Optimization exercise on an open flow, not production practice. RTL: at most simulated, not proved equivalent. Function not checked: runs 1 to 4. Power: default activity.

## constraint.sdc

```tcl
create_clock -name core_clock -period 5.0 [get_ports {clk}]
set_input_delay 1.0000 -clock core_clock [delete_from_list [all_inputs] [get_ports {clk}]]
set_output_delay 1.0000 -clock core_clock [all_outputs]
set_load 0.01 [all_outputs]
```

## config.mk

```make
export PLATFORM = sky130hd
export DESIGN_NAME = ws2812b_frame_feeder
export DESIGN_NICKNAME = ws2812b_frame_feeder
export VERILOG_FILES = /design/flow/design.v
export SDC_FILE = /design/flow/constraint.sdc
export NUM_CORES = 4
export LEC_CHECK = 0
export CAP_MARGIN = 20
export CORE_MARGIN = 2
export CORE_UTILIZATION = 65
export CTS_CLUSTER_DIAMETER = 100
export CTS_CLUSTER_SIZE = 28
export SETUP_SLACK_MARGIN = 2.5
export SLEW_MARGIN = 20
export SYNTH_HIERARCHICAL = 1
```

## design.v

```verilog
package ws2812b_pkg;
    localparam int COLOR_W = 8;
    localparam int PIXEL_W = 24;
    localparam int CYCLES_SHORT = 4;
    localparam int CYCLES_LONG  = 7;
    localparam int CYCLES_RET   = 500;
    typedef struct packed {
        logic [COLOR_W-1:0] r;
        logic [COLOR_W-1:0] g;
        logic [COLOR_W-1:0] b;
    } rgb_t;
endpackage
import ws2812b_pkg::*;
module ws2812b_aoi222 (
    input  logic a1, b1, a2, b2, a3, b3,
    output logic y
);
    assign y = !((a1 && b1) || (a2 && b2) || (a3 && b3));
endmodule
module ws2812b_nand4 (
    input  logic a, b, c, d,
    output logic y
);
    assign y = !(a && b && c && d);
endmodule
module ws2812b_nor3 (
    input  logic a, b, c,
    output logic y
);
    assign y = !(a || b || c);
endmodule
module ws2812b_mux2i (
    input  logic a0, a1, s,
    output logic y
);
    assign y = !(s ? a1 : a0);
endmodule
module ws2812b_rd_bank_bit (
    input  logic [35:0] i_sel,
    input  logic [35:0] i_data,
    output logic        o_n
);
    logic [11:0] w_t_n;
    logic [2:0]  w_or;
    genvar g;
    generate
        for (g = 0; g < 12; g++) begin : g_aoi
            ws2812b_aoi222 u_aoi (
                .a1 (i_sel[3*g]),     .b1 (i_data[3*g]),
                .a2 (i_sel[3*g + 1]), .b2 (i_data[3*g + 1]),
                .a3 (i_sel[3*g + 2]), .b3 (i_data[3*g + 2]),
                .y  (w_t_n[g])
            );
        end
        for (g = 0; g < 3; g++) begin : g_nand
            ws2812b_nand4 u_nand4 (
                .a (w_t_n[4*g]), .b (w_t_n[4*g + 1]), .c (w_t_n[4*g + 2]), .d (w_t_n[4*g + 3]),
                .y (w_or[g])
            );
        end
    endgenerate
    ws2812b_nor3 u_nor3 (.a (w_or[0]), .b (w_or[1]), .c (w_or[2]), .y (o_n));
endmodule
module ws2812b_pixel_ram
#(
    parameter int LEDCOUNT = 36,
    parameter int ADDR_W   = 6
) (
    input  logic                clk,
    input  logic                i_wr_en,
    input  logic                i_wr_bank,
    input  logic [ADDR_W-1:0]   i_wr_addr,
    input  logic [PIXEL_W-1:0]  i_wr_data,
    input  logic                i_rd_bank,
    input  logic [LEDCOUNT-1:0] i_rd_sel,     
    output logic [PIXEL_W-1:0]  o_rd_data
);
    logic [LEDCOUNT-1:0][PIXEL_W-1:0] r_bank0;
    logic [LEDCOUNT-1:0][PIXEL_W-1:0] r_bank1;
    logic [LEDCOUNT-1:0]              w_we0;
    logic [LEDCOUNT-1:0]              w_we1;
    always_comb begin
        for (int i = 0; i < LEDCOUNT; i++) begin
            w_we0[i] = i_wr_en && !i_wr_bank && (i_wr_addr == ADDR_W'(i));
            w_we1[i] = i_wr_en &&  i_wr_bank && (i_wr_addr == ADDR_W'(i));
        end
    end
    always_ff @(posedge clk) begin
        for (int i = 0; i < LEDCOUNT; i++) begin
            if (w_we0[i]) r_bank0[i] <= i_wr_data;
            if (w_we1[i]) r_bank1[i] <= i_wr_data;
        end
    end
    genvar b, i;
    generate
        for (b = 0; b < PIXEL_W; b++) begin : g_bit
            logic [LEDCOUNT-1:0] w_col0;
            logic [LEDCOUNT-1:0] w_col1;
            logic                w_rd0_n;
            logic                w_rd1_n;
            for (i = 0; i < LEDCOUNT; i++) begin : g_col
                assign w_col0[i] = r_bank0[i][b];
                assign w_col1[i] = r_bank1[i][b];
            end
            ws2812b_rd_bank_bit u_rd0 (.i_sel (i_rd_sel), .i_data (w_col0), .o_n (w_rd0_n));
            ws2812b_rd_bank_bit u_rd1 (.i_sel (i_rd_sel), .i_data (w_col1), .o_n (w_rd1_n));
            ws2812b_mux2i u_mux (.a0 (w_rd0_n), .a1 (w_rd1_n), .s (i_rd_bank), .y (o_rd_data[b]));
        end
    endgenerate
endmodule
import ws2812b_pkg::*;
module ws2812b_frame_feeder
#(
    parameter int LEDCOUNT = 36,
    parameter int ADDR_W   = 6,
    parameter int FPS_DIV  = 90000
) (
    input  logic               clk,
    input  logic               resetn,
    input  logic               wr_en,
    input  logic [ADDR_W-1:0]  wr_addr,
    input  logic [PIXEL_W-1:0] wr_data,
    input  logic               commit,
    output logic               bitstream_available,
    output logic [PIXEL_W-1:0] bitstream,
    input  logic               bitstream_read,
    output logic               frame_busy,
    output logic               frame_done,
    output logic               commit_pending,
    output logic               frame_overrun
);
    localparam logic [16:0] TICK_SEED = 17'h1ffff;
    localparam logic [16:0] TICK_PRE  = 17'h1b6e1;
    logic [16:0] r_lfsr;
    logic        r_tick;
    logic        r_busy;
    logic        r_load;
    logic        r_avail;
    logic        r_front;
    logic        r_pending;
    logic        r_done;
    logic        r_overrun;
    logic [LEDCOUNT-1:0] r_sel;    
    logic [PIXEL_W-1:0] r_bitstream;
    logic        w_start;
    logic        w_swap;
    logic        w_fetch;
    logic        w_take;
    logic        w_last;
    logic        w_wr_en;
    logic [PIXEL_W-1:0] w_rd_data;
    assign w_start = !r_busy && r_tick;
    assign w_swap  = w_start && (r_pending || commit);
    assign w_fetch = r_busy && !r_load && !r_avail;
    assign w_take  = r_avail && bitstream_read;
    assign w_last  = w_take && r_sel[LEDCOUNT-1];
    assign w_wr_en = wr_en && (wr_addr < ADDR_W'(LEDCOUNT));
    always_ff @(posedge clk) begin
        if (!resetn || r_tick) begin
            r_lfsr <= TICK_SEED;
        end else begin
            r_lfsr <= {r_lfsr[15:0], r_lfsr[16] ^ r_lfsr[13]};
        end
    end
    always_ff @(posedge clk) begin
        if (!resetn) begin
            r_tick    <= 1'b0;
            r_busy    <= 1'b0;
            r_load    <= 1'b0;
            r_avail   <= 1'b0;
            r_front   <= 1'b0;
            r_pending <= 1'b0;
            r_done    <= 1'b0;
            r_overrun <= 1'b0;
        end else begin
            r_tick    <= (r_lfsr == TICK_PRE);
            r_load    <= w_fetch;
            r_done    <= w_last;
            r_overrun <= r_tick && r_busy;
            r_pending <= !w_swap && (r_pending || commit);
            if (w_swap) r_front <= !r_front;
            if (w_start)     r_busy <= 1'b1;
            else if (w_last) r_busy <= 1'b0;
            if (r_load)      r_avail <= 1'b1;
            else if (w_take) r_avail <= 1'b0;
        end
    end
    always_ff @(posedge clk) begin
        if (w_start) begin
            r_sel <= LEDCOUNT'(1);
        end else if (w_take) begin
            r_sel <= {r_sel[LEDCOUNT-2:0], r_sel[LEDCOUNT-1]};
        end
    end
    always_ff @(posedge clk) begin
        r_bitstream <= {w_rd_data[15:8], w_rd_data[23:16], w_rd_data[7:0]};
    end
    ws2812b_pixel_ram #(
        .LEDCOUNT (LEDCOUNT),
        .ADDR_W   (ADDR_W)
    ) u_pixel_ram (
        .clk       (clk),
        .i_wr_en   (w_wr_en),
        .i_wr_bank (!r_front),
        .i_wr_addr (wr_addr),
        .i_wr_data (wr_data),
        .i_rd_bank (r_front),
        .i_rd_sel  (r_sel),
        .o_rd_data (w_rd_data)
    );
    assign bitstream_available = r_avail;
    assign bitstream           = r_bitstream;
    assign frame_busy          = r_busy;
    assign frame_done          = r_done;
    assign commit_pending      = r_pending;
    assign frame_overrun       = r_overrun;
endmodule
```

## run.sh

```bash
#!/bin/bash
# synth_recipe.tcl (not shown) runs the flow's synth.tcl, then flattens the netlist and writes it again
# the make line also repeats each setting of config.mk as NAME=value (left out here)
make -C /OpenROAD-flow-scripts/flow DESIGN_CONFIG=/design/flow/config.mk WORK_HOME=/design/flow/orfs CLKGATE_MAP_FILE= SYNTH_SCRIPT=/design/flow/synth_recipe.tcl finish
```

==> flow_summary.ini, run 1 <==
[outcome]
status = timing/DRC/antenna clean

[sta]
setup_violations = 0
max_freq_mhz = 385
worst_pin_slew_ns = 1.16
slew_violations = 0
post-route-period-util_pct = 52.0
tns_ns = 0
min_period_ns = 2.60
fin_worst_skew_ns = 0.0247
slew-limit-headroom_pct = 22.5
rsz0062_at_grt = no
hold_viol = 0

[clock_network]
root_buffer = clkbuf_16
clock-sinks = 1813
htreeDepth = 3
cts.path.max_buffers = 3
clkLatencyLatePin_ns = 0.69
cts_tree = done
clkSlewWorstSetupHoldPaths_ns = 0.10
cts_made_buffers = 74

[route]
drc = 0
wl_mm = 177
vias_per_cell = 7.77
num_vias = 35403
drtPass1Iterations = 12
drtIter0Drc = 8365
routedWlPerCell_um = 38.8
final_antenna_net_count = 0

[die]
die_h_um = 314
fp.dieArea_um2 = 98400
initial_utilization_pct = 65.6
io_pins = 64
die_w_um = 314
coreArea_um2 = 95000
rows = 113

[global_route]
grt_pass1_vias = 32231
grt_overflow = 0
antenna_found_initial = 3
grt_util_all_layers_pct = 35.7
grt_max_degree = 73
grt_pass1_wl_mm = 243

[placement]
port_buffers = 63
hpwl_mm = 103
gp_congestion = 0.872
placed_cell_area_um2 = 65700

[setup_path]
reg2reg_to = r_bitstream[4]$_DFF_P_
slowest_stage = a222oi_1
rr_startpoint = r_sel[23]$_SDFFE_PP0P_
ff2ff_setup_slack_ns = 2.40
critPathTopFamily = simple AND/OR/NAND/NOR gates
reg2regPathDepth = 5
cp_data_arrival_time_ns = 3.12
cpPeakStageDelay_ns = 0.61
crit_path_cell_trace = buf_4 > a222oi_1 > nand4_1 > nor3_4 > mux2i_1
critical_path_buf_inv_count = 1
worstPathRequired_ns = 5.52
startpoint_type = flip-flop
path_class = flip-flop to flip-flop
critPathMaxFanout = 10
cp-end-kind = flip-flop

[hold_path]
hold_path.class = flip-flop to flip-flop
hp-start = r_load$_SDFF_PN0_
hold_depth = 1
hold_end = r_load$_SDFF_PN0_

[logic_synthesis]
synth_fp_nets = 2918
seq_area_frac_synth_pct = 85.9
synth_cell_types = 32
ys_warn_count = 8
synth_seq_cells = 1813
netlist_area_um2 = 62400
synthCells = 2883
avgSynthCellArea_um2 = 21.6

[layout]
fin_area_um2 = 69900
synthToLayoutAreaGrowth_pct = 12.1
drive_gt1_share_pct = 16.5
final_net_count = 3278

[pwr]
powerDensity_nw_per_um2 = 350
worst_ir_drop_vdd_v = 0.000297
total_power_mw = 24.4
p_leak_nw = 20.9

[flow_run]
drv_cap = 0
logic make-up (layout without fill, tap and decap cells):
kind of cell    count (synthesis)  in the layout  share of synthesized area [%]
flops                        1813           1813                           85.9
compound gates                617            617                           9.58
simple gates                  396            439                           3.81
buf+inv                        32            395                          0.259
mux                            24             24                          0.385
xor+xnor                        1              1                         0.0140
other cells                     0              5                              0
modules after synthesis (local to each module, per instance), a selection:
module                flops+latches  cell area [um2]  times used
ws2812b_nor3                      0             10.0          48
ws2812b_frame_feeder             85             2520           1
ws2812b_nand4                     0             6.26         144
ws2812b_mux2i                     0             10.0          24
ws2812b_aoi222                    0             10.0         576
cells in the mapped netlist:
cell	instances	area, um2
a21oi_1	39	195
a222oi_1	576	5770
and2_1	2	12.5
and2b_1	1	7.51
and3_1	1	6.26
buf_1	3	11.3
buf_2	3	15.0
buf_4	6	45.0
buf_6	2	22.5
clkbuf_1	15	56.3
dfxtp_1	85	1700
edfxtp_1	1728	51900
inv_1	3	11.3
mux2i_1	24	240
nand2_1	73	274
nand2_2	1	6.26
nand2b_1	1	6.26
nand3_1	1	5.00
nand4_1	145	907
nand4b_1	9	78.8
nand4bb_1	8	90.1
nor2_1	77	289
nor3_1	2	10.0
nor3_2	48	480
nor4_2	1	12.5
o21ai_0	1	5.00
o31ai_1	1	7.51
or3_1	18	113
or4_1	1	7.51
or4b_1	6	60.1
or4bb_1	1	11.3
xnor2_1	1	8.76
power by group:
part	total (mW)	leakage, nW	internal, mW	switching, mW
sequential	16.6	16.2	16.6	0.0204
combinational	0.542	3.63	0.0952	0.446
clock	7.25	1.03	2.97	4.28
worst max-delay path by stage:
stage,start,endpoint,slack [ns],cells past startpoint
4_1_cts,r_sel[21]$_SDFFE_PP0P_,r_bitstream[19]$_DFF_P_,2.47,4
2_1_floorplan,wr_addr[4],u_pixel_ram.r_bank0[120]$_DFFE_PP_,2.03,6
3_5_place_dp,wr_addr[4],u_pixel_ram.r_bank0[377]$_DFFE_PP_,0.71,5
6_report,r_sel[23]$_SDFFE_PP0P_,r_bitstream[4]$_DFF_P_,2.40,5
3_3_place_gp,wr_addr[4],u_pixel_ram.r_bank0[377]$_DFFE_PP_,0.72,5
5_1_grt,r_sel[21]$_SDFFE_PP0P_,r_bitstream[14]$_DFF_P_,2.50,6
final cells by class:
type | instances | area, um2
fillers | 5504 | 25100
well taps | 1265 | 1580
multi-input cells | 1081 | 9800
flip-flops and latches | 1813 | 53700
inverters | 3 | 11.3
diodes | 5 | 12.5
repair buffers | 270 | 2610
clock inverters | 2 | 17.5
clock buffers | 120 | 2130
sequential cells by signal (all words and copies together) (netlist names):
register	cells
r_bitstream	24
r_load	1
r_front	1
r_avail	1
r_lfsr	17
r_tick	1
r_busy	1
r_pending	1
u_pixel_ram.r_bank0	864
r_sel	36
r_overrun	1
r_done	1
u_pixel_ram.r_bank1	864
stage by stage:
step | utilization [%] | worst slack [ns] | hold WS (ns) | std cells
finish | 73.5 | 2.40 | 0.429 | 4559
global route | 73.5 | 2.50 | 0.459 | 4554
CTS | 73.3 | 2.47 | 0.430 | 4535
detailed placement | 69.2 | 0.705 | 0.414 | 4288
global placement | 69.2 | 0.724 | 0.406 | 4288
floorplan | - | 2.03 | 0.396 | 2883
per-layer routing:
layer / part of all wire, % / vias to the layer above / global-route usage, % / routed length (um)
li1: - / 14047 / - / -
met1: 35 / 18246 / 52.3 / 62700
met2: 47 / 2793 / 55.5 / 82900
met3: 13 / 315 / 6.16 / 23200
met4: 4.6 / 2 / 12.8 / 8220
met5: 0.0045 / - / 0 / 8
what timing repair did:
item,4_1_cts,5_1_grt
setup endpoints to repair,1780,1246
hold buffers,0,0
buffers inserted,81,19
pin swaps,84,19
gates resized for setup,184,28
endpoints found under the hold margin,0,0
cloned,44,0
layout by cell type, fill, tap and decap left out, types with 18 or more instances in the layout:
master         Yosys  final
a21oi_1           39     39
a222oi_1         576    576
buf_12             0     26
buf_4              6    150
buf_6              2     21
clkbuf_1          15     41
clkbuf_16          0     79
dfxtp_1           85     45
dfxtp_2            0     18
dfxtp_4            0     22
dlygate4sd2_1      0     29
edfxtp_1        1728   1728
mux2i_1           24     21
nand2_1           73     73
nand4_1          145    145
nor2_4             0    105
nor3_2            48     30
nor3_4             0     18
or3_1             18     18
==> run 2, diff against run 1 <==
--- a/design.v
+++ b/design.v
@@ -38,10 +38,9 @@
 module ws2812b_rd_bank_bit (
     input  logic [35:0] i_sel,
     input  logic [35:0] i_data,
-    output logic        o_n
+    output logic [2:0]  o_or
 );
     logic [11:0] w_t_n;
-    logic [2:0]  w_or;
     genvar g;
     generate
         for (g = 0; g < 12; g++) begin : g_aoi
@@ -55,11 +54,10 @@
         for (g = 0; g < 3; g++) begin : g_nand
             ws2812b_nand4 u_nand4 (
                 .a (w_t_n[4*g]), .b (w_t_n[4*g + 1]), .c (w_t_n[4*g + 2]), .d (w_t_n[4*g + 3]),
-                .y (w_or[g])
+                .y (o_or[g])
             );
         end
     endgenerate
-    ws2812b_nor3 u_nor3 (.a (w_or[0]), .b (w_or[1]), .c (w_or[2]), .y (o_n));
 endmodule
 module ws2812b_pixel_ram
 #(
@@ -73,7 +71,7 @@
     input  logic [PIXEL_W-1:0]  i_wr_data,
     input  logic                i_rd_bank,
     input  logic [LEDCOUNT-1:0] i_rd_sel,     
-    output logic [PIXEL_W-1:0]  o_rd_data
+    output logic [PIXEL_W-1:0]  o_rd_data     
 );
     logic [LEDCOUNT-1:0][PIXEL_W-1:0] r_bank0;
     logic [LEDCOUNT-1:0][PIXEL_W-1:0] r_bank1;
@@ -90,6 +88,11 @@
             if (w_we0[i]) r_bank0[i] <= i_wr_data;
             if (w_we1[i]) r_bank1[i] <= i_wr_data;
         end
+    end
+    logic [PIXEL_W-1:0][5:0] r_part;
+    logic [PIXEL_W-1:0][5:0] w_part;
+    always_ff @(posedge clk) begin
+        r_part <= w_part;
     end
     genvar b, i;
     generate
@@ -102,8 +105,10 @@
                 assign w_col0[i] = r_bank0[i][b];
                 assign w_col1[i] = r_bank1[i][b];
             end
-            ws2812b_rd_bank_bit u_rd0 (.i_sel (i_rd_sel), .i_data (w_col0), .o_n (w_rd0_n));
-            ws2812b_rd_bank_bit u_rd1 (.i_sel (i_rd_sel), .i_data (w_col1), .o_n (w_rd1_n));
+            ws2812b_rd_bank_bit u_rd0 (.i_sel (i_rd_sel), .i_data (w_col0), .o_or (w_part[b][2:0]));
+            ws2812b_rd_bank_bit u_rd1 (.i_sel (i_rd_sel), .i_data (w_col1), .o_or (w_part[b][5:3]));
+            ws2812b_nor3 u_nor0 (.a (r_part[b][0]), .b (r_part[b][1]), .c (r_part[b][2]), .y (w_rd0_n));
+            ws2812b_nor3 u_nor1 (.a (r_part[b][3]), .b (r_part[b][4]), .c (r_part[b][5]), .y (w_rd1_n));
             ws2812b_mux2i u_mux (.a0 (w_rd0_n), .a1 (w_rd1_n), .s (i_rd_bank), .y (o_rd_data[b]));
         end
     endgenerate
--- a/config.mk
+++ b/config.mk
@@ -10,6 +10,6 @@
 export CORE_UTILIZATION = 65
 export CTS_CLUSTER_DIAMETER = 100
 export CTS_CLUSTER_SIZE = 28
-export SETUP_SLACK_MARGIN = 2.5
+export SETUP_SLACK_MARGIN = 2.8
 export SLEW_MARGIN = 20
 export SYNTH_HIERARCHICAL = 1
==> flow_summary.ini, run 2 <==
[hold_path]
hold_end = r_lfsr[2]$_SDFF_PP1_
hp-start = r_lfsr[1]$_SDFF_PP1_
hold_path.class = flip-flop to flip-flop
hold_depth = 1

[pwr]
powerDensity_nw_per_um2 = 358
seqPwrFrac_pct = 68.5
internal_power_mw = 21.0
combPwrFrac_pct = 2.2
sw_frac_of_total_pct = 19.5
p_clk_share_pct = 29.3
p_switching_mw = 5.07
p_leak_nw = 22.0
worst_ir_drop_vdd_v = 0.000320

[die]
die_h_um = 321
coreArea_um2 = 99900
die_w_um = 321
io_pins = 64
rows = 116
initial_utilization_pct = 65.3
fp.dieArea_um2 = 103000

[flow_run]
drv_cap = 0

[sta]
slew-limit-headroom_pct = 20.6
slew_violations = 0
min_period_ns = 2.41
hold_viol = 0
max_freq_mhz = 415
setup_violations = 0
post-route-period-util_pct = 48.2
tns_ns = 0
fin_worst_skew_ns = 0.0355
rsz0062_at_grt = yes
hold_slack_ns = 0.436
worst_pin_slew_ns = 1.19

[route]
vias_per_cell = 7.59
final_antenna_net_count = 0
drtIter0Drc = 8628
num_vias = 35844
drtPass1Iterations = 8
routedWlPerCell_um = 38.3
wl_mm = 181
drc = 0

[logic_synthesis]
synthCells = 3027
ys_async_sr_fraction_pct = 0
synth-edff-count = 1728
synth_top_cell_by_area = edfxtp_1
synth_fp_nets = 3062
synthSimpleGateAreaFrac_pct = 3.64
synth_ff_type = edfxtp_1
netlist_top_cells_count = 1728 x edfxtp_1, 576 x a222oi_1, 229 x dfxtp_1
synth_cell_types = 32
synth_top_family_by_area = compound AO/OA/AOI/OAI gates
avgSynthCellArea_um2 = 21.6
seq_area_frac_synth_pct = 86.6
synth_top_area_share_pct = 79.5
yosysMostFrequentCell = edfxtp_1
netlist_area_um2 = 65200
synth_adder_area_share_pct = 0
synth-compound-area-share_pct = 9.16
ys_warn_count = 8
yosys-mux-area-fraction_pct = 0.368
synthTopCellsByArea = edfxtp_1 80%, a222oi_1 8.8%, dfxtp_1 7.0%, nand4_1 1.4%, nor3_2 0.74%
yosys.area_share.xor_xnor_pct = 0.0134
synth_seq_cells = 1957

[clock_network]
cts_made_buffers = 79
clkSlewWorstSetupHoldPaths_ns = 0.09
clock-sinks = 1957
root_buffer = clkbuf_16
cts.path.max_buffers = 3
htreeDepth = 3
cts_tree = done
clkLatencyLatePin_ns = 0.70
cts_hold_buf = 0

[global_route]
grt_overflow = 0
grt_max_degree = 73
grt_pass1_wl_mm = 247
grt_util_all_layers_pct = 34.9
antenna_found_initial = 10
grt_pass1_vias = 32342

[setup_path]
rr_startpoint = r_front$_SDFFE_PN0P_
startpoint_type = primary input
worstPathRequired_ns = 5.39
cp-end-kind = flip-flop
reg2reg_to = u_pixel_ram.r_bank0[174]$_DFFE_PP_
cp_data_arrival_time_ns = 2.80
path_class = primary input to flip-flop
ff2ff_setup_slack_ns = 2.63
reg2regPathDepth = 7
critPathMaxFanout = 24

[placement]
placed_cell_area_um2 = 68600
port_buffers = 63
hpwl_mm = 106
gp_congestion = 0.879

[layout]
fin_area_um2 = 72800
synthToLayoutAreaGrowth_pct = 11.6
final_net_count = 3401
layout_commonest_cell = edfxtp_1
layout_common_cells = 1728 x edfxtp_1, 576 x a222oi_1, 177 x dfxtp_1
reg_top3 = u_pixel_ram.r_bank0: 864 flops, u_pixel_ram.r_bank1: 864 flops, u_pixel_ram.r_part: 144 flops
drive_gt1_share_pct = 16.3

[outcome]
status = timing/DRC/antenna clean
## run 2: worst max path at each step
stage / from / to / slack (ns) / depth (start not counted)
3_5_place_dp: wr_addr[4] / u_pixel_ram.r_bank0[223]$_DFFE_PP_ / 0.76 / 6
2_1_floorplan: wr_addr[4] / u_pixel_ram.r_bank0[120]$_DFFE_PP_ / 2.04 / 6
5_1_grt: wr_addr[4] / u_pixel_ram.r_bank0[177]$_DFFE_PP_ / 2.61 / 9
3_3_place_gp: wr_addr[4] / u_pixel_ram.r_bank0[247]$_DFFE_PP_ / 0.81 / 6
6_report: wr_addr[4] / u_pixel_ram.r_bank0[174]$_DFFE_PP_ / 2.59 / 9
4_1_cts: wr_addr[4] / u_pixel_ram.r_bank0[234]$_DFFE_PP_ / 2.64 / 9
## run 2: cell type report
cell class              count  area (um2)
flip-flops and latches   1957       56600
fillers                  5814       27100
multi-input cells        1068        9580
repair buffers            257        2770
clock buffers             133        2220
well taps                1298        1620
inverters                   3        11.3
diodes                      4        10.0
clock inverters             1        5.00
## run 2: cells by family (layout without fill, tap and decap cells)
family / after synthesis / count (layout)
simple gates: 396 / 426
xor+xnor: 1 / 1
flops: 1957 / 1957
mux: 24 / 24
buf+inv: 32 / 394
other cells: 0 / 4
compound gates: 617 / 617
## run 2: worst max-delay path, stage by stage
cell and delay [ns]:
buf_12 0.11, o31ai_4 0.22, and2_4 0.17, or4b_4 0.49, buf_16 0.17, buf_12 0.14, buf_12 0.15, nor2_4 0.12
buf_12 0.19
## run 2: per-module statistics from Yosys (local to each module, per instance), a selection
module	cells inside	area, um2
ws2812b_mux2i	1	10.0
ws2812b_nor3	1	10.0
ws2812b_frame_feeder	255	2520
ws2812b_aoi222	1	10.0
ws2812b_nand4	1	6.26
## run 2: power groups by stage
stage / clock network (mW) / registers [mW] / logic (mW)
detailed placement: 0 / 18.2 / 0.540
global route: 8.23 / 17.8 / 0.589
finish: 7.63 / 17.8 / 0.574
floorplan: 0 / 18.2 / 0.0888
CTS: 7.69 / 17.8 / 0.568
global placement: 0 / 18.2 / 0.517
## run 2: repair_timing
| action | 4_1_cts | 5_1_grt |
|---|---|---|
| setup endpoints to repair | 1757 | 764 |
| resized for setup | 277 | 30 |
| pin swaps | 51 | 11 |
| gates cloned | 35 | 7 |
| buffers inserted | 74 | 8 |
## run 2: layer usage
layer	vias to the layer above	GRT usage, %	share of wire (%)	routed length (um)
li1	14409	-	-	-
met1	18431	54.9	37	67600
met2	2759	50.8	44	80300
met3	235	7.27	15	26900
met4	10	9.67	3.2	5730
met5	-	0	0.037	66
## run 2: per-stage QoR
stage | util, % | setup slack, ns | power (mW) | std cells
floorplan | - | 2.04 | 18.3 | 3027
global placement | 68.7 | 0.812 | 18.7 | 4459
detailed placement | 68.7 | 0.755 | 18.7 | 4459
CTS | 72.5 | 2.64 | 26.1 | 4702
global route | 72.9 | 2.61 | 26.7 | 4717
finish | 72.9 | 2.59 | 26.0 | 4721
==> run 3, diff against run 2 <==
--- a/design.v
+++ b/design.v
@@ -29,6 +29,29 @@
 );
     assign y = !(a || b || c);
 endmodule
+module ws2812b_nor2 (
+    input  logic a, b,
+    output logic y
+);
+    assign y = !(a || b);
+endmodule
+module ws2812b_dec_lo (
+    input  logic [2:0] i_addr,
+    output logic [7:0] o_n
+);
+    always_comb begin
+        for (int k = 0; k < 8; k++) o_n[k] = !(i_addr == 3'(k));
+    end
+endmodule
+module ws2812b_dec_hi (
+    input  logic       i_en,
+    input  logic [2:0] i_addr,
+    output logic [4:0] o_n
+);
+    always_comb begin
+        for (int k = 0; k < 5; k++) o_n[k] = !(i_en && (i_addr == 3'(k)));
+    end
+endmodule
 module ws2812b_mux2i (
     input  logic a0, a1, s,
     output logic y
@@ -77,12 +100,30 @@
     logic [LEDCOUNT-1:0][PIXEL_W-1:0] r_bank1;
     logic [LEDCOUNT-1:0]              w_we0;
     logic [LEDCOUNT-1:0]              w_we1;
-    always_comb begin
-        for (int i = 0; i < LEDCOUNT; i++) begin
-            w_we0[i] = i_wr_en && !i_wr_bank && (i_wr_addr == ADDR_W'(i));
-            w_we1[i] = i_wr_en &&  i_wr_bank && (i_wr_addr == ADDR_W'(i));
-        end
-    end
+    logic [7:0]                       w_lo_n;
+    logic [4:0]                       w_hi0_n;
+    logic [4:0]                       w_hi1_n;
+    ws2812b_dec_lo u_dec_lo (
+        .i_addr (i_wr_addr[2:0]),
+        .o_n    (w_lo_n)
+    );
+    ws2812b_dec_hi u_dec_hi0 (
+        .i_en   (i_wr_en && !i_wr_bank),
+        .i_addr (i_wr_addr[5:3]),
+        .o_n    (w_hi0_n)
+    );
+    ws2812b_dec_hi u_dec_hi1 (
+        .i_en   (i_wr_en && i_wr_bank),
+        .i_addr (i_wr_addr[5:3]),
+        .o_n    (w_hi1_n)
+    );
+    genvar w;
+    generate
+        for (w = 0; w < LEDCOUNT; w++) begin : g_we
+            ws2812b_nor2 u_we0 (.a (w_hi0_n[w / 8]), .b (w_lo_n[w % 8]), .y (w_we0[w]));
+            ws2812b_nor2 u_we1 (.a (w_hi1_n[w / 8]), .b (w_lo_n[w % 8]), .y (w_we1[w]));
+        end
+    endgenerate
     always_ff @(posedge clk) begin
         for (int i = 0; i < LEDCOUNT; i++) begin
             if (w_we0[i]) r_bank0[i] <= i_wr_data;
==> flow_summary.ini, run 3 <==
[outcome]
status = timing/DRC/antenna clean

[sta]
hold_viol = 0
slew-limit-headroom_pct = 18.2
max_freq_mhz = 382
worst_pin_slew_ns = 1.23
post-route-period-util_pct = 52.3
rsz0062_at_grt = yes
fin_ws_ns = 2.38
min_period_ns = 2.62
tns_ns = 0
slew_violations = 0
setup_violations = 0
fin_worst_skew_ns = 0.0247

[setup_path]
reg2regPathDepth = 3
worstPathRequired_ns = 5.42
cp-end-kind = flip-flop
path_class = primary input to flip-flop
critPathMaxFanout = 8
reg2reg_to = u_pixel_ram.r_part[47]$_DFF_P_
rr_startpoint = r_sel[28]$_SDFFE_PP0P_
cp_data_arrival_time_ns = 3.03
startpoint_type = primary input
ff2ff_setup_slack_ns = 2.64

[global_route]
grt_use_met1_pct = 54.7
grt_max_degree = 73
gr-max-usage-layer = met2
grt_overflow = 0
antenna_found_initial = 19
grt_pass1_vias = 33969
grt_use_met3_pct = 8.33
grt_pass1_wl_mm = 263
grt_util_all_layers_pct = 37.2
grt_use_met2_pct = 57.0

[logic_synthesis]
ys_warn_count = 10
seq_area_frac_synth_pct = 86.7
synth_cell_types = 34
synth_fp_nets = 3046
avgSynthCellArea_um2 = 21.6
synth_ff_type = edfxtp_1
synthCells = 3011
yosysMostFrequentCell = edfxtp_1
synth_seq_cells = 1957
synth-edff-count = 1728
synthTopCellsByArea = edfxtp_1 80%, a222oi_1 8.9%, dfxtp_1 7.0%, nand4_1 1.4%, nor3_2 0.74%
netlist_area_um2 = 65100
netlist_top_cells_count = 1728 x edfxtp_1, 576 x a222oi_1, 229 x dfxtp_1
synth_top_cell_by_area = edfxtp_1
synth_top_area_share_pct = 79.7
ys_async_sr_fraction_pct = 0

[placement]
port_buffers = 63
pre_cts_slack_ns = 0.904
gp_congestion = 0.938
hpwl_mm = 107

[layout]
layout_commonest_cell = edfxtp_1
synthToLayoutAreaGrowth_pct = 18.8
fin_util_pct = 77.6
drive_gt1_share_pct = 21.1
reg_top3 = u_pixel_ram.r_bank0: 864 flops, u_pixel_ram.r_bank1: 864 flops, u_pixel_ram.r_part: 144 flops
layout_common_cells = 1728 x edfxtp_1, 576 x a222oi_1, 177 x dfxtp_1
final_net_count = 3609

[clock_network]
clkLatencyLatePin_ns = 0.71
cts_hold_buf = 0
cts_tree = done
cts_made_buffers = 79
cts.path.max_buffers = 3
root_buffer = clkbuf_16
htreeDepth = 3
clock-sinks = 1957
clkSlewWorstSetupHoldPaths_ns = 0.10

[die]
coreArea_um2 = 99700
die_w_um = 321
io_pins = 64
fp.dieArea_um2 = 103000
die_h_um = 321
initial_utilization_pct = 65.3
rows = 116

[route]
drtPass1Iterations = 17
num_vias = 37913
wl_mm = 199
routedWlPerCell_um = 40.3
vias_per_cell = 7.68
drc = 0
drtIter0Drc = 9376
final_antenna_net_count = 0

[pwr]
worst_ir_drop_vdd_v = 0.000295
p_leak_nw = 24.1
total_power_mw = 26.3
powerDensity_nw_per_um2 = 340

[hold_path]
hold_end = r_lfsr[5]$_SDFF_PP1_
hold_path.class = flip-flop to flip-flop
hold_depth = 1
hp-start = r_lfsr[4]$_SDFF_PP1_

[flow_run]
drv_cap = 0
==> run 3: changes by cell type in the layout (fill, tap and decap cells not counted), sizes merged, moves of 4 or more <==
cell / change
buf: +183
nor2: -11
nand4b: -4
clkbuf: +39
==> run 3: modules after synthesis (local to each module, per instance), a selection <==
module                copies in the design  cells
ws2812b_dec_lo                           1      8
ws2812b_mux2i                           24      1
ws2812b_aoi222                         576      1
ws2812b_nor3                            48      1
ws2812b_frame_feeder                     1    255
ws2812b_nor2                            72      1
ws2812b_nand4                          144      1
==> run 3: kinds of logic after synthesis <==
group           synth area share, %
buf+inv                       0.152
compound gates                 9.17
simple gates                   3.59
mux                           0.369
flops                          86.7
xor+xnor                     0.0134
==> run 3: worst max path at each step <==
stage                from                            endpoint  cells after the start
2_1_floorplan  wr_addr[4]  u_pixel_ram.r_bank0[192]$_DFFE_PP_                      5
3_3_place_gp   wr_addr[4]  u_pixel_ram.r_bank0[116]$_DFFE_PP_                      7
3_5_place_dp   wr_addr[4]   u_pixel_ram.r_bank1[12]$_DFFE_PP_                      7
4_1_cts        wr_addr[3]    u_pixel_ram.r_bank1[7]$_DFFE_PP_                     11
5_1_grt        wr_addr[3]   u_pixel_ram.r_bank1[18]$_DFFE_PP_                     11
6_report       wr_addr[3]   u_pixel_ram.r_bank1[12]$_DFFE_PP_                     11
==> run 3: critical path: stages <==
cell	delay, ns
buf_6	0.09
buf_6	0.11
o31ai_4	0.24
and2_4	0.21
and2_4	0.16
or4b_4	0.50
buf_8	0.17
buf_16	0.16
nor2_4	0.13
buf_6	0.12
buf_12	0.11
==> run 3: area by class of cell <==
type                       count  area [um2]
fill                        5151       22300
antenna                        7        17.5
clock inverter                 4        31.3
tap                         1298        1620
inverter                       3        11.3
sequential                  1957       56600
multi-input combinational   1055        9450
clock buffer                 137        2280
timing repair buffer         478        7400
==> run 3: per-layer routing <==
| layer | vias up | part of all wire [%] | routed length [um] |
|---|---|---|---|
| met5 | - | 0.042 | 84 |
| met4 | 12 | 4.1 | 8090 |
| met3 | 359 | 15 | 30000 |
| met2 | 3326 | 46 | 91800 |
| met1 | 19363 | 35 | 69000 |
| li1 | 14853 | - | - |
==> run 3: metrics by stage <==
| stage | cell area [um2] | std cells | hold WS (ns) |
|---|---|---|---|
| final | 77400 | 4939 | 0.446 |
| after floorplan | 65400 | 3011 | 0.396 |
| after global routing | 77400 | 4932 | 0.459 |
| after detailed placement | 68400 | 4464 | 0.421 |
| after CTS | 75400 | 4843 | 0.449 |
| after global placement | 68400 | 4464 | 0.407 |
==> run 3: report_power, final <==
| group | switching (mW) | total, mW | internal (mW) |
|---|---|---|---|
| combinational | 0.516 | 0.630 | 0.114 |
| clock | 4.68 | 7.84 | 3.17 |
| sequential | 0.0414 | 17.8 | 17.8 |
==> run 3: repair_timing <==
item	in CTS	in global routing
setup buffers	159	29
cloned	79	60
resized for setup	511	96
endpoints found under the setup margin	1764	1742
pin swaps	52	34
==> run 4, diff against run 3 <==
==> flow/run.sh (new file) <==
#!/bin/bash
# Standard layout, with clock tree synthesis told not to add dummy loads.
set -euo pipefail
export CTS_ARGS="-sink_clustering_enable -repair_clock_nets -dont_use_dummy_load -sink_clustering_size 28 -sink_clustering_max_diameter 100"
bash standard.sh > standard.log 2>&1
==> standard.sh (new file) <==
#!/bin/bash
# synth_recipe.tcl (not shown) runs the flow's synth.tcl, then flattens the netlist and writes it again
# the make line also repeats each setting of config.mk as NAME=value (left out here)
make -C /OpenROAD-flow-scripts/flow DESIGN_CONFIG=/design/flow/config.mk WORK_HOME=/design/flow/orfs CLKGATE_MAP_FILE= SYNTH_SCRIPT=/design/flow/synth_recipe.tcl "${@:-finish}"
removed: run.sh
==> flow_summary.ini, run 4 <==
[outcome]
status = timing/DRC/antenna clean

[clock_network]
cts_hold_buf = 0
cts_made_buffers = 79
cts_tree = done
cts.path.max_buffers = 3
clock-sinks = 1957
root_buffer = clkbuf_16
htreeDepth = 3
clkLatencyLatePin_ns = 0.70
clkSlewWorstSetupHoldPaths_ns = 0.10

[setup_path]
cp-end-kind = flip-flop
critical_path_buf_inv_count = 6
slowest_stage = or4b_4
path_class = primary input to flip-flop
critPathMaxFanout = 8
cpPeakStageDelay_ns = 0.51
crit_path_cell_trace = buf_6 > buf_6 > o31ai_4 > and2_4 > and2_4 > or4b_4 > buf_8 > buf_16 > nor2_4 > buf_6 > buf_12
worstPathRequired_ns = 5.40
startpoint_type = primary input
critPathTopFamily = simple AND/OR/NAND/NOR gates
cp_data_arrival_time_ns = 3.02
cp_common_cell = buf_6

[die]
initial_utilization_pct = 65.3
die_w_um = 321
io_pins = 64
coreArea_um2 = 99700
die_h_um = 321
rows = 116
fp.dieArea_um2 = 103000

[logic_synthesis]
synth_seq_cells = 1957
synth_fp_nets = 3046
synth_top_cell_by_area = edfxtp_1
synthCells = 3011
synth-edff-count = 1728
synthTopCellsByArea = edfxtp_1 80%, a222oi_1 8.9%, dfxtp_1 7.0%, nand4_1 1.4%, nor3_2 0.74%
yosysMostFrequentCell = edfxtp_1
synth_cell_types = 34
seq_area_frac_synth_pct = 86.7
ys_warn_count = 10
netlist_area_um2 = 65100
ys_async_sr_fraction_pct = 0
netlist_top_cells_count = 1728 x edfxtp_1, 576 x a222oi_1, 229 x dfxtp_1
synth_ff_type = edfxtp_1
synth_top_area_share_pct = 79.7
avgSynthCellArea_um2 = 21.6

[sta]
fin_ws_ns = 2.38
tns_ns = 0
slew_violations = 0
rsz0062_at_grt = yes
worst_pin_slew_ns = 1.19
min_period_ns = 2.62
post-route-period-util_pct = 52.5
hold_slack_ns = 0.445
slew-limit-headroom_pct = 21.0
fin_worst_skew_ns = 0.0353
setup_violations = 0
hold_viol = 0
max_freq_mhz = 381

[hold_path]
hold_path.class = flip-flop to flip-flop

[pwr]
p_leak_nw = 23.7
total_power_mw = 25.8
worst_ir_drop_vdd_v = 0.000293
powerDensity_nw_per_um2 = 337

[layout]
fin_area_um2 = 76600
reg_top3 = u_pixel_ram.r_bank0: 864 flops, u_pixel_ram.r_bank1: 864 flops, u_pixel_ram.r_part: 144 flops
synthToLayoutAreaGrowth_pct = 17.6
layout_commonest_cell = edfxtp_1
final_net_count = 3587
layout_common_cells = 1728 x edfxtp_1, 576 x a222oi_1, 177 x dfxtp_1
drive_gt1_share_pct = 20.7

[placement]
hpwl_mm = 107
port_buffers = 63
placed_cell_area_um2 = 68400
pre_cts_slack_ns = 0.904
gp_congestion = 0.938

[global_route]
grt_util_all_layers_pct = 36.9
grt_pass1_wl_mm = 260
grt_overflow = 0
grt_max_degree = 73
antenna_found_initial = 19
grt_pass1_vias = 33850

[flow_run]
drv_cap = 0

[route]
drtIter0Drc = 8923
drc = 0
drtPass1Iterations = 10
routedWlPerCell_um = 40.1
vias_per_cell = 7.72
num_vias = 37486
wl_mm = 195
final_antenna_net_count = 0
## run 4: cell families after synthesis
logic type | share of synthesized area, %
muxes | 0.369
and+or+nand+nor | 3.59
DFF | 86.7
AOI/OAI and AO/OA | 9.17
buffers and inverters | 0.152
xor gates and xnor gates | 0.0134
## run 4: final timing paths
path	start	endpoint	slack [ns]	cells after the start
setup / recovery	wr_addr[4]	u_pixel_ram.r_bank1[184]$_DFFE_PP_	2.38	11
hold / removal	r_lfsr[4]$_SDFF_PP1_	r_lfsr[5]$_SDFF_PP1_	0.45	1
setup reg to reg	r_sel[30]$_SDFFE_PP0P_	u_pixel_ram.r_part[56]$_DFF_P_	2.62	3
hold reg to reg	r_lfsr[4]$_SDFF_PP1_	r_lfsr[5]$_SDFF_PP1_	0.45	1
## run 4: Yosys stat by module (local to each module, per instance), excerpt
module                flops+latches  area [um2]  cells inside  times used
ws2812b_nand4                     0        6.26             1         144
ws2812b_mux2i                     0        10.0             1          24
ws2812b_nor2                      0        3.75             1          72
ws2812b_dec_hi                    0        52.6             5           2
ws2812b_nor3                      0        10.0             1          48
ws2812b_frame_feeder             85        2520           255           1
ws2812b_dec_lo                    0        60.1             8           1
ws2812b_aoi222                    0        10.0             1         576
## run 4: cell type report
class / count / area [um2]
well taps: 1298 / 1620
multi-input cells: 1055 / 9420
clock buffers: 79 / 1980
flip-flops and latches: 1957 / 56600
inverters: 3 / 11.3
diodes: 7 / 17.5
fillers: 5322 / 23100
repair buffers: 456 / 6970
## run 4: per-layer routing
metal	part of all wire (%)	global-route usage [%]
met3	15	9.21
met4	4.1	11.6
met2	46	56.4
met5	0.033	0
met1	35	53.3
## run 4: what timing repair did
| item | in CTS | in global routing |
|---|---|---|
| hold endpoints to repair | 0 | 0 |
| gates cloned | 74 | 49 |
| gates resized for setup | 471 | 119 |
| pin swaps | 49 | 39 |
| buffers inserted | 152 | 30 |
| setup endpoints to repair | 1764 | 1744 |
## run 4: through the flow
stage	utilization, %	cells
global placement	68.6	4464
detailed placement	68.6	4464
floorplan	-	3011
CTS	74.9	4769
global route	76.8	4848
finish	76.8	4855
## run 4: worst reg2reg max path, cell delays in order (launching register included)
cell and delay (ns):
dfxtp_2 0.35, buf_12 0.19, a222oi_1 0.93, nand4_1 0.61
## run 4: report_power, final
| part | switching, mW | internal [mW] |
|---|---|---|
| registers | 0.0411 | 17.8 |
| logic | 0.512 | 0.117 |
| clock network | 4.51 | 2.86 |
==> run 5, diff against run 4 <==
--- a/design.v
+++ b/design.v
@@ -45,11 +45,13 @@
 endmodule
 module ws2812b_dec_hi (
     input  logic       i_en,
+    input  logic       i_bank,
+    input  logic       i_sel,
     input  logic [2:0] i_addr,
     output logic [4:0] o_n
 );
     always_comb begin
-        for (int k = 0; k < 5; k++) o_n[k] = !(i_en && (i_addr == 3'(k)));
+        for (int k = 0; k < 5; k++) o_n[k] = !(i_en && (i_sel == i_bank) && (i_addr == 3'(k)));
     end
 endmodule
 module ws2812b_mux2i (
@@ -98,36 +100,54 @@
 );
     logic [LEDCOUNT-1:0][PIXEL_W-1:0] r_bank0;
     logic [LEDCOUNT-1:0][PIXEL_W-1:0] r_bank1;
+    logic                             r_wr_en;
+    logic                             r_wr_bank;
+    logic [ADDR_W-1:0]                r_wr_addr;
+    logic [PIXEL_W-1:0]               r_wr_data;
     logic [LEDCOUNT-1:0]              w_we0;
     logic [LEDCOUNT-1:0]              w_we1;
     logic [7:0]                       w_lo_n;
     logic [4:0]                       w_hi0_n;
     logic [4:0]                       w_hi1_n;
+    always_ff @(posedge clk) begin
+        r_wr_en   <= i_wr_en;
+        r_wr_bank <= i_wr_bank;
+        r_wr_addr <= i_wr_addr;
+        r_wr_data <= i_wr_data;
+    end
     ws2812b_dec_lo u_dec_lo (
-        .i_addr (i_wr_addr[2:0]),
+        .i_addr (r_wr_addr[2:0]),
         .o_n    (w_lo_n)
     );
     ws2812b_dec_hi u_dec_hi0 (
-        .i_en   (i_wr_en && !i_wr_bank),
-        .i_addr (i_wr_addr[5:3]),
+        .i_en   (r_wr_en),
+        .i_bank (1'b0),
+        .i_sel  (r_wr_bank),
+        .i_addr (r_wr_addr[5:3]),
         .o_n    (w_hi0_n)
     );
     ws2812b_dec_hi u_dec_hi1 (
-        .i_en   (i_wr_en && i_wr_bank),
-        .i_addr (i_wr_addr[5:3]),
+        .i_en   (r_wr_en),
+        .i_bank (1'b1),
+        .i_sel  (r_wr_bank),
+        .i_addr (r_wr_addr[5:3]),
         .o_n    (w_hi1_n)
     );
+    assign w_we0[0] = i_wr_en && !i_wr_bank && (i_wr_addr == '0);
+    assign w_we1[0] = i_wr_en &&  i_wr_bank && (i_wr_addr == '0);
     genvar w;
     generate
-        for (w = 0; w < LEDCOUNT; w++) begin : g_we
+        for (w = 1; w < LEDCOUNT; w++) begin : g_we
             ws2812b_nor2 u_we0 (.a (w_hi0_n[w / 8]), .b (w_lo_n[w % 8]), .y (w_we0[w]));
             ws2812b_nor2 u_we1 (.a (w_hi1_n[w / 8]), .b (w_lo_n[w % 8]), .y (w_we1[w]));
         end
     endgenerate
     always_ff @(posedge clk) begin
-        for (int i = 0; i < LEDCOUNT; i++) begin
-            if (w_we0[i]) r_bank0[i] <= i_wr_data;
-            if (w_we1[i]) r_bank1[i] <= i_wr_data;
+        if (w_we0[0]) r_bank0[0] <= i_wr_data;
+        if (w_we1[0]) r_bank1[0] <= i_wr_data;
+        for (int i = 1; i < LEDCOUNT; i++) begin
+            if (w_we0[i]) r_bank0[i] <= r_wr_data;
+            if (w_we1[i]) r_bank1[i] <= r_wr_data;
         end
     end
     logic [PIXEL_W-1:0][5:0] r_part;
@@ -193,14 +213,12 @@
     logic        w_fetch;
     logic        w_take;
     logic        w_last;
-    logic        w_wr_en;
     logic [PIXEL_W-1:0] w_rd_data;
     assign w_start = !r_busy && r_tick;
     assign w_swap  = w_start && (r_pending || commit);
     assign w_fetch = r_busy && !r_load && !r_avail;
     assign w_take  = r_avail && bitstream_read;
     assign w_last  = w_take && r_sel[LEDCOUNT-1];
-    assign w_wr_en = wr_en && (wr_addr < ADDR_W'(LEDCOUNT));
     always_ff @(posedge clk) begin
         if (!resetn || r_tick) begin
             r_lfsr <= TICK_SEED;
@@ -246,7 +264,7 @@
         .ADDR_W   (ADDR_W)
     ) u_pixel_ram (
         .clk       (clk),
-        .i_wr_en   (w_wr_en),
+        .i_wr_en   (wr_en),         
         .i_wr_bank (!r_front),
         .i_wr_addr (wr_addr),
         .i_wr_data (wr_data),
==> run.sh (new file) <==
#!/bin/bash
# synth_recipe.tcl (not shown) runs the flow's synth.tcl, then flattens the netlist and writes it again
# the make line also repeats each setting of config.mk as NAME=value (left out here)
make -C /OpenROAD-flow-scripts/flow DESIGN_CONFIG=/design/flow/config.mk WORK_HOME=/design/flow/orfs CLKGATE_MAP_FILE= SYNTH_SCRIPT=/design/flow/synth_recipe.tcl finish
removed: flow/run.sh
removed: standard.sh
==> flow_summary.ini, run 5 <==
[outcome]
status = timing/DRC/antenna clean

[placement]
placed_cell_area_um2 = 69300
hpwl_mm = 99.1
gp_congestion = 0.841
port_buffers = 63

[setup_path]
worstPathRequired_ns = 5.34
rr_startpoint = r_sel[5]$_SDFFE_PP0P_
endpoint = u_pixel_ram.r_part[27]$_DFF_P_
crit_cells = 2
ff2ff_setup_slack_ns = 2.68
startpoint_type = flip-flop
startpoint = r_sel[5]$_SDFFE_PP0P_
cp_data_arrival_time_ns = 2.66
critPathMaxFanout = 16
slowest_stage = a222oi_1
critPathTopFamily = compound AO/OA/AOI/OAI gates
critical_path_buf_inv_count = 0
reg2reg_to = u_pixel_ram.r_part[27]$_DFF_P_
reg2regPathDepth = 2
crit_path_cell_trace = a222oi_1 > nand4_1
cp-end-kind = flip-flop
path_class = flip-flop to flip-flop
cpPeakStageDelay_ns = 0.75

[pwr]
powerDensity_nw_per_um2 = 366
worst_ir_drop_vdd_v = 0.000305
sw_frac_of_total_pct = 19.2
p_switching_mw = 5.06
seqPwrFrac_pct = 68.4
combPwrFrac_pct = 1.4
p_leak_nw = 22.1
internal_power_mw = 21.4
p_clk_share_pct = 30.2

[logic_synthesis]
synth-edff-count = 1728
synth_adder_area_share_pct = 0
synth_cell_types = 33
synth-compound-area-share_pct = 9.06
yosysMostFrequentCell = edfxtp_1
synth_seq_cells = 1989
seq_area_frac_synth_pct = 86.8
synthTopCellsByArea = edfxtp_1 79%, a222oi_1 8.8%, dfxtp_1 7.9%, nand4_1 1.4%, nor3_2 0.73%
netlist_area_um2 = 65800
synthCells = 3049
netlist_top_cells_count = 1728 x edfxtp_1, 576 x a222oi_1, 261 x dfxtp_1
synth_top_family_by_area = compound AO/OA/AOI/OAI gates
synth_fp_nets = 3084
avgSynthCellArea_um2 = 21.6
synth_top_cell_by_area = edfxtp_1
yosys.area_share.xor_xnor_pct = 0.0627
ys_async_sr_fraction_pct = 0
synth_ff_type = edfxtp_1
ys_warn_count = 10
yosys-mux-area-fraction_pct = 0.365
synth_top_area_share_pct = 78.8
synthSimpleGateAreaFrac_pct = 3.55

[route]
wl_mm = 181
vias_per_cell = 7.47
num_vias = 35808
drtPass1Iterations = 10
drc = 0
dr_wl_met2_mm = 83.8
routedWlPerCell_um = 37.7
final_antenna_net_count = 0
dr_wl_met3_mm = 23.9
top_layer = met5
drtIter0Drc = 8173
wl_met1_mm = 67.0

[clock_network]
clkSlewWorstSetupHoldPaths_ns = 0.10
cts.path.max_buffers = 3
root_buffer = clkbuf_16
cts_hold_buf = 0
htreeDepth = 3
cts_tree = done
clkLatencyLatePin_ns = 0.71
clock-sinks = 1989
cts_made_buffers = 81

[sta]
slew_violations = 0
hold_viol = 0
max_freq_mhz = 431
setup_violations = 0
fin_worst_skew_ns = 0.0430
post-route-period-util_pct = 46.4
min_period_ns = 2.32
rsz0062_at_grt = yes
slew-limit-headroom_pct = 29.3
tns_ns = 0
worst_pin_slew_ns = 1.06

[die]
coreArea_um2 = 100000
fp.dieArea_um2 = 104000
io_pins = 64
rows = 116
die_h_um = 322
initial_utilization_pct = 65.6
die_w_um = 322

[global_route]
antenna_found_initial = 12
grt_max_degree = 71
grt_pass1_wl_mm = 250
grt_util_all_layers_pct = 34.7
grt_pass1_vias = 33487
grt_overflow = 0

[layout]
final_net_count = 3398
drive_gt1_share_pct = 14.7
layout_common_cells = 1728 x edfxtp_1, 576 x a222oi_1, 191 x dfxtp_1
reg_top3 = u_pixel_ram.r_bank0: 864 flops, u_pixel_ram.r_bank1: 864 flops, u_pixel_ram.r_part: 144 flops
synthToLayoutAreaGrowth_pct = 9.71
layout_commonest_cell = edfxtp_1
num-fill-cells = 6044
fin_area_um2 = 72200
fin_util_pct = 72.0

[hold_path]
hold_path.class = flip-flop to flip-flop

[flow_run]
drv_cap = 0
[run 5: worst register-to-register path: cells and delay by family, from the launching register on]
family	cells	cell delay, ns
AOI/OAI and AO/OA	1	0.76
and+or+nand+nor	1	0.73
DFF	1	0.47
[run 5: cell families after synthesis]
family,Yosys count
buf+inv,18
flops,1989
mux,24
simple gates,397
xor+xnor,3
other cells,2
compound gates,616
[run 5: worst min-delay path by stage]
stage	startpoint	to	cells after the start
after CTS	r_load$_SDFF_PN0_	r_load$_SDFF_PN0_	1
after floorplan	r_load$_SDFF_PN0_	r_load$_SDFF_PN0_	1
after global routing	r_lfsr[9]$_SDFF_PP1_	r_lfsr[10]$_SDFF_PP1_	1
final	r_load$_SDFF_PN0_	r_load$_SDFF_PN0_	1
after detailed placement	r_load$_SDFF_PN0_	r_load$_SDFF_PN0_	1
after global placement	r_load$_SDFF_PN0_	r_load$_SDFF_PN0_	1
[run 5: routing by layer]
layer / up-vias / GRT usage (%)
met3: 265 / 7.80
met5: - / 0
met2: 2623 / 53.3
met4: 4 / 11.5
li1: 14394 / -
met1: 18522 / 50.5
[run 5: power groups by stage]
stage	Combinational (mW)	Sequential [mW]	Clock [mW]
3_5_place_dp	0.342	18.5	0
3_3_place_gp	0.321	18.5	0
2_1_floorplan	0.0311	18.5	0
6_report	0.363	18.1	7.98
5_1_grt	0.380	18.1	8.58
4_1_cts	0.354	18.1	8.05
[run 5: Yosys stat by module (local to each module, per instance), excerpt]
module	cell area, um2	cells	flops+latches	copies in the design
ws2812b_aoi222	10.0	1	0	576
ws2812b_dec_hi	61.3	8	0	2
ws2812b_dec_lo	60.1	8	0	1
ws2812b_frame_feeder	2550	253	85	1
ws2812b_mux2i	10.0	1	0	24
ws2812b_nand4	6.26	1	0	144
ws2812b_nor2	3.75	1	0	70
ws2812b_nor3	10.0	1	0	48
[run 5: through the flow]
stage	power [mW]	hold WS (ns)	setup slack [ns]	std cells
floorplan	18.6	0.396	2.65	3049
global placement	18.8	0.414	1.62	4587
detailed placement	18.8	0.414	1.53	4587
CTS	26.5	0.435	2.75	4766
global route	27.1	0.479	2.79	4787
finish	26.4	0.445	2.68	4791
[run 5: what timing repair did]
item | 4_1_cts | 5_1_grt
gates cloned | 2 | 1
setup buffers | 28 | 19
endpoints found under the hold margin | 0 | 0
pin swaps | 18 | 12
setup endpoints to repair | 1548 | 427
resized for setup | 156 | 15
[run 5: area by class of cell]
| cell class | instances | area, um2 | area share (%) |
|---|---|---|---|
| antenna | 5 | 12.5 | 0.0173 |
| sequential | 1989 | 57200 | 79.2 |
| tap | 1357 | 1700 | 2.35 |
| clock buffer | 146 | 2360 | 3.26 |
| inverter | 3 | 11.3 | 0.0156 |
| clock inverter | 3 | 47.5 | 0.0658 |
| multi-input combinational | 1045 | 8890 | 12.3 |
| timing repair buffer | 243 | 1990 | 2.76 |
==> run 6, diff against run 5 <==
--- a/config.mk
+++ b/config.mk
@@ -7,7 +7,7 @@
 export LEC_CHECK = 0
 export CAP_MARGIN = 20
 export CORE_MARGIN = 2
-export CORE_UTILIZATION = 65
+export CORE_UTILIZATION = 75
 export CTS_CLUSTER_DIAMETER = 100
 export CTS_CLUSTER_SIZE = 28
 export SETUP_SLACK_MARGIN = 2.8
==> flow_summary.ini, run 6 <==
[global_route]
grt_overflow = 0
grt_pass1_vias = 34398
grt_util_all_layers_pct = 39.4
grt_pass1_wl_mm = 246
antenna_found_initial = 7
grt_max_degree = 71

[sta]
max_freq_mhz = 453
tns_ns = 0
worst_pin_slew_ns = 1.21
rsz0062_at_grt = yes
setup_violations = 0
post-route-period-util_pct = 44.1
fin_worst_skew_ns = 0.0353
min_period_ns = 2.21
slew_violations = 0
slew-limit-headroom_pct = 19.2
hold_slack_ns = 0.435
hold_viol = 0

[logic_synthesis]
synth-edff-count = 1728
synth_fp_nets = 3084
seq_area_frac_synth_pct = 86.8
yosysMostFrequentCell = edfxtp_1
netlist_top_cells_count = 1728 x edfxtp_1, 576 x a222oi_1, 261 x dfxtp_1
synthTopCellsByArea = edfxtp_1 79%, a222oi_1 8.8%, dfxtp_1 7.9%, nand4_1 1.4%, nor3_2 0.73%
synth_top_cell_by_area = edfxtp_1
synth_ff_type = edfxtp_1
ys_async_sr_fraction_pct = 0
synth_seq_cells = 1989
avgSynthCellArea_um2 = 21.6
synthCells = 3049
netlist_area_um2 = 65800
synth_top_area_share_pct = 78.8
synth_cell_types = 33
ys_warn_count = 10

[clock_network]
cts_hold_buf = 0
cts_tree = done
htreeDepth = 3
clkLatencyLatePin_ns = 0.70
root_buffer = clkbuf_16
clock-sinks = 1989
cts_made_buffers = 81
clkSlewWorstSetupHoldPaths_ns = 0.10
cts.path.max_buffers = 3

[placement]
port_buffers = 63
placed_cell_area_um2 = 69000
hpwl_mm = 96.3
gp_congestion = 0.869

[route]
routedWlPerCell_um = 38.8
drtPass1Iterations = 10
wl_met1_mm = 57.7
wl_mm = 177
dr_wl_met3_mm = 26.3
top_layer = met5
final_antenna_net_count = 0
num_vias = 36435
vias_per_cell = 8.00
dr_wl_met2_mm = 84.2
drtIter0Drc = 8244
drc = 0

[layout]
reg_top3 = u_pixel_ram.r_bank0: 864 flops, u_pixel_ram.r_bank1: 864 flops, u_pixel_ram.r_part: 144 flops
num-fill-cells = 4031
layout_commonest_cell = edfxtp_1
synthToLayoutAreaGrowth_pct = 8.67
regArea_um2 = 57200
layout_common_cells = 1728 x edfxtp_1, 576 x a222oi_1, 188 x dfxtp_1
fin_area_um2 = 71500
multiInputGateArea_um2 = 8820
drive_gt1_share_pct = 13.9
final_net_count = 3363

[pwr]
powerDensity_nw_per_um2 = 369
p_leak_nw = 21.9
total_power_mw = 26.4
worst_ir_drop_vdd_v = 0.000356

[die]
coreArea_um2 = 86900
die_h_um = 300
rows = 108
io_pins = 64
die_w_um = 300
fp.dieArea_um2 = 90200
initial_utilization_pct = 75.8

[setup_path]
critPathMaxFanout = 12
worstPathRequired_ns = 5.36
cp-end-kind = flip-flop
cpPeakStageDelay_ns = 0.59
reg2regPathDepth = 3
crit_path_cell_trace = clkdlybuf4s50_1 > nor2_1 > and4_2
slowest_stage = and4_2
cp_data_arrival_time_ns = 2.56
startpoint_type = primary input
path_class = primary input to flip-flop

[flow_run]
drv_cap = 0

[hold_path]
hold_path.class = flip-flop to flip-flop
hold_depth = 1

[outcome]
status = timing/DRC/antenna clean
run 6: cell counts after synthesis:
No cell type changed its count.
run 6: worst paths after layout:
| kind | end | from | slack (ns) |
|---|---|---|---|
| worst min register to register | r_load$_SDFF_PN0_ | r_load$_SDFF_PN0_ | 0.43 |
| worst max-delay path | u_pixel_ram.r_bank1[5]$_DFFE_PP_ | wr_addr[0] | 2.79 |
| worst min-delay path | r_load$_SDFF_PN0_ | r_load$_SDFF_PN0_ | 0.43 |
| worst max register to register | u_pixel_ram.r_part[26]$_DFF_P_ | r_sel[24]$_SDFFE_PP0P_ | 2.80 |
run 6: area by class of cell:
class                      count  area share, %
sequential                  1989           80.0
antenna                        6         0.0210
clock buffer                 145           3.29
clock inverter                 3         0.0665
multi-input combinational   1044           12.3
tap                         1155           2.02
timing repair buffer         209           2.28
inverter                       3         0.0157
run 6: critical path, delay by kind of cell:
family / cells / cell delay (ns)
AND/OR/NAND/NOR: 2 / 1.03
buffers and inverters: 1 / 0.53
run 6: what timing repair did:
action                                  in CTS  in global routing
endpoints found under the setup margin    1287               1075
cloned                                       1                  1
pin swaps                                    7                  3
resized for setup                          143                  7
setup buffers                               11                  4
run 6: stage by stage:
step                      utilization, %  setup WS [ns]  instances
after floorplan                        -           2.65       3049
after global placement              79.4           1.61       4383
after detailed placement            79.4           1.48       4383
after CTS                           82.3           2.79       4543
after global routing                82.3           2.79       4548
final                               82.3           2.79       4554
run 6: where the power goes:
part,internal [mW],total [mW],switching (mW)
Combinational,0.0510,0.346,0.295
Sequential,18.0,18.1,0.0519
Clock,3.26,7.93,4.67
Total,21.3,26.4,5.02
run 6: cell families (layout without fill, tap and decap cells):
| logic type | count (synthesis) | count (layout) | share of synthesized area [%] |
|---|---|---|---|
| xor gates and xnor gates | 3 | 3 | 0.0627 |
| muxes | 24 | 24 | 0.365 |
| buffers and inverters | 18 | 360 | 0.203 |
| and+or+nand+nor | 397 | 399 | 3.55 |
| other | 2 | 8 | 0.0114 |
| AOI/OAI and AO/OA | 616 | 616 | 9.06 |
| DFF | 1989 | 1989 | 86.8 |
run 6: modules after synthesis, one instance, submodules excluded, excerpt:
module          flip-flops and latches  copies in the design  cell area (um2)  cells inside
ws2812b_dec_hi                       0                     2             61.3             8
ws2812b_dec_lo                       0                     1             60.1             8
ws2812b_nor3                         0                    48             10.0             1
ws2812b_aoi222                       0                   576             10.0             1
ws2812b_mux2i                        0                    24             10.0             1
ws2812b_nor2                         0                    70             3.75             1
run 6: layer usage:
layer | vias up | GRT usage (%)
met1 | 18279 | 55.5
met5 | - | 0
met4 | 10 | 16.3
li1 | 14319 | -
met3 | 411 | 8.50
met2 | 3416 | 61.6
==> run 7, diff against run 6 <==
==> flow/run.sh (new file) <==
#!/bin/bash
# Standard layout, with clock tree synthesis told not to add dummy loads.
set -euo pipefail
export CTS_ARGS="-sink_clustering_enable -repair_clock_nets -dont_use_dummy_load -sink_clustering_size 28 -sink_clustering_max_diameter 100"
bash standard.sh > standard.log 2>&1
==> standard.sh (new file) <==
#!/bin/bash
# synth_recipe.tcl (not shown) runs the flow's synth.tcl, then flattens the netlist and writes it again
# the make line also repeats each setting of config.mk as NAME=value (left out here)
make -C /OpenROAD-flow-scripts/flow DESIGN_CONFIG=/design/flow/config.mk WORK_HOME=/design/flow/orfs CLKGATE_MAP_FILE= SYNTH_SCRIPT=/design/flow/synth_recipe.tcl "${@:-finish}"
--- a/config.mk
+++ b/config.mk
@@ -7,7 +7,7 @@
 export LEC_CHECK = 0
 export CAP_MARGIN = 20
 export CORE_MARGIN = 2
-export CORE_UTILIZATION = 75
+export CORE_UTILIZATION = 65
 export CTS_CLUSTER_DIAMETER = 100
 export CTS_CLUSTER_SIZE = 28
 export SETUP_SLACK_MARGIN = 2.8
removed: run.sh
==> flow_summary.ini, run 7 <==
[outcome]
status = timing/DRC/antenna clean

[pwr]
internal_power_mw = 21.0
p_switching_mw = 4.91
seqPwrFrac_pct = 69.7
sw_frac_of_total_pct = 18.9
combPwrFrac_pct = 1.4
p_clk_share_pct = 28.9
powerDensity_nw_per_um2 = 360
p_leak_nw = 22.1
worst_ir_drop_vdd_v = 0.000302

[layout]
layout_common_cells = 1728 x edfxtp_1, 576 x a222oi_1, 191 x dfxtp_1
final_net_count = 3405
num-fill-cells = 6060
drive_gt1_share_pct = 15.0
fin_util_pct = 71.7
reg_top3 = u_pixel_ram.r_bank0: 864 flops, u_pixel_ram.r_bank1: 864 flops, u_pixel_ram.r_part: 144 flops
regArea_um2 = 57200
layout_commonest_cell = edfxtp_1
synthToLayoutAreaGrowth_pct = 9.26
multiInputGateArea_um2 = 8900

[logic_synthesis]
synth_cell_types = 33
synth-edff-count = 1728
synth_top_area_share_pct = 78.8
synth_fp_nets = 3084
synth_seq_cells = 1989
yosysMostFrequentCell = edfxtp_1
seq_area_frac_synth_pct = 86.8
netlist_area_um2 = 65800
synthTopCellsByArea = edfxtp_1 79%, a222oi_1 8.8%, dfxtp_1 7.9%, nand4_1 1.4%, nor3_2 0.73%
ys_async_sr_fraction_pct = 0
netlist_top_cells_count = 1728 x edfxtp_1, 576 x a222oi_1, 261 x dfxtp_1
avgSynthCellArea_um2 = 21.6
synthCells = 3049
synth_ff_type = edfxtp_1
ys_warn_count = 10
synth_top_cell_by_area = edfxtp_1

[route]
drtPass1Iterations = 9
final_antenna_net_count = 0
vias_per_cell = 7.56
drtIter0Drc = 8359
num_vias = 35759
drc = 0
routedWlPerCell_um = 38.3
wl_mm = 181

[setup_path]
cp_data_arrival_time_ns = 2.67
path_class = flip-flop to flip-flop
startpoint_type = flip-flop
cp-end-kind = flip-flop
worstPathRequired_ns = 5.35
critPathMaxFanout = 30

[sta]
rsz0062_at_grt = yes
min_period_ns = 2.33
setup_violations = 0
post-route-period-util_pct = 46.5
worst_pin_slew_ns = 1.06
tns_ns = 0
fin_worst_skew_ns = 0.0618
max_freq_mhz = 430
slew_violations = 0
hold_viol = 0
slew-limit-headroom_pct = 29.0

[flow_run]
drv_cap = 0

[global_route]
grt_max_degree = 71
grt_pass1_vias = 33514
grt_pass1_wl_mm = 250
grt_util_all_layers_pct = 34.7
grt_overflow = 0
antenna_found_initial = 9

[clock_network]
clkLatencyLatePin_ns = 0.70
clock-sinks = 1989
cts_tree = done
cts.path.max_buffers = 3
cts_made_buffers = 81
htreeDepth = 3
clkSlewWorstSetupHoldPaths_ns = 0.10
root_buffer = clkbuf_16

[die]
coreArea_um2 = 100000
die_w_um = 322
die_h_um = 322
fp.dieArea_um2 = 104000
initial_utilization_pct = 65.6
rows = 116
io_pins = 64

[placement]
hpwl_mm = 99.1
gp_congestion = 0.841
port_buffers = 63

[hold_path]
hold_path.class = flip-flop to flip-flop
## run 7: area by class of cell
type | instances | share of cell area, %
flip-flops and latches | 1989 | 79.5
multi-input cells | 1045 | 12.4
repair buffers | 250 | 2.88
clock buffers | 81 | 2.82
well taps | 1357 | 2.36
inverters | 3 | 0.0157
diodes | 4 | 0.0139
## run 7: power by group through the flow
stage	Clock, mW	Combinational [mW]	Sequential, mW
2_1_floorplan	0	0.0311	18.5
3_3_place_gp	0	0.321	18.5
3_5_place_dp	0	0.342	18.5
4_1_cts	7.53	0.355	18.1
5_1_grt	8.05	0.382	18.1
6_report	7.48	0.364	18.1
## run 7: per-layer routing
metal  share of wire, %  global-route usage [%]
met1                 37                    50.6
met2                 47                    53.8
met3                 13                    7.60
met4                3.1                    10.5
met5             0.0066                       0
## run 7: path summary, 6_finish.rpt
kind | slack, ns | from | cells after the start | to
setup reg to reg | 2.67 | r_sel[5]$_SDFFE_PP0P_ | 2 | u_pixel_ram.r_part[27]$_DFF_P_
hold reg to reg | 0.45 | r_load$_SDFF_PN0_ | 1 | r_load$_SDFF_PN0_
setup / recovery | 2.67 | r_sel[5]$_SDFFE_PP0P_ | 2 | u_pixel_ram.r_part[27]$_DFF_P_
hold / removal | 0.45 | r_load$_SDFF_PN0_ | 1 | r_load$_SDFF_PN0_
## run 7: repair_timing
item | in CTS | in global routing
hold buffers | 0 | 0
resized for setup | 155 | 18
cloned | 3 | 1
endpoints found under the setup margin | 1563 | 397
pin swaps | 21 | 10
setup buffers | 30 | 23
## run 7: metrics by stage
step / instances / area, um2 / total power, mW / hold slack [ns] / setup slack (ns)
final: 4729 / 71900 / 25.9 / 0.448 / 2.67
after global placement: 4587 / 69300 / 18.8 / 0.414 / 1.62
after CTS: 4701 / 71600 / 26.0 / 0.434 / 2.74
after floorplan: 3049 / 65900 / 18.6 / 0.396 / 2.65
after detailed placement: 4587 / 69300 / 18.8 / 0.414 / 1.53
after global routing: 4726 / 71900 / 26.5 / 0.479 / 2.77
## run 7: Yosys stat by module, one instance, submodules excluded, excerpt
module	copies in the design	cells inside	area, um2
ws2812b_frame_feeder	1	253	2550
ws2812b_dec_hi	2	8	61.3
ws2812b_dec_lo	1	8	60.1
ws2812b_aoi222	576	1	10.0
ws2812b_mux2i	24	1	10.0
ws2812b_nor3	48	1	10.0
ws2812b_nand4	144	1	6.26
ws2812b_nor2	70	1	3.75
## run 7: kinds of logic (layout without fill, tap and decap cells)
kind of cell	Yosys count	count (layout)	share of synthesized area [%]
flip-flops	1989	1989	86.8
AO/OA/AOI/OAI	616	616	9.06
AND/OR/NAND/NOR	397	400	3.55
multiplexers	24	24	0.365
buffers and inverters	18	334	0.203
XOR/XNOR	3	3	0.0627
other	2	6	0.0114
## run 7: critical path, cell delays in order, from the launching register on
cell,delay (ns)
dfxtp_4,0.52
a222oi_1,0.78
nand4_1,0.66
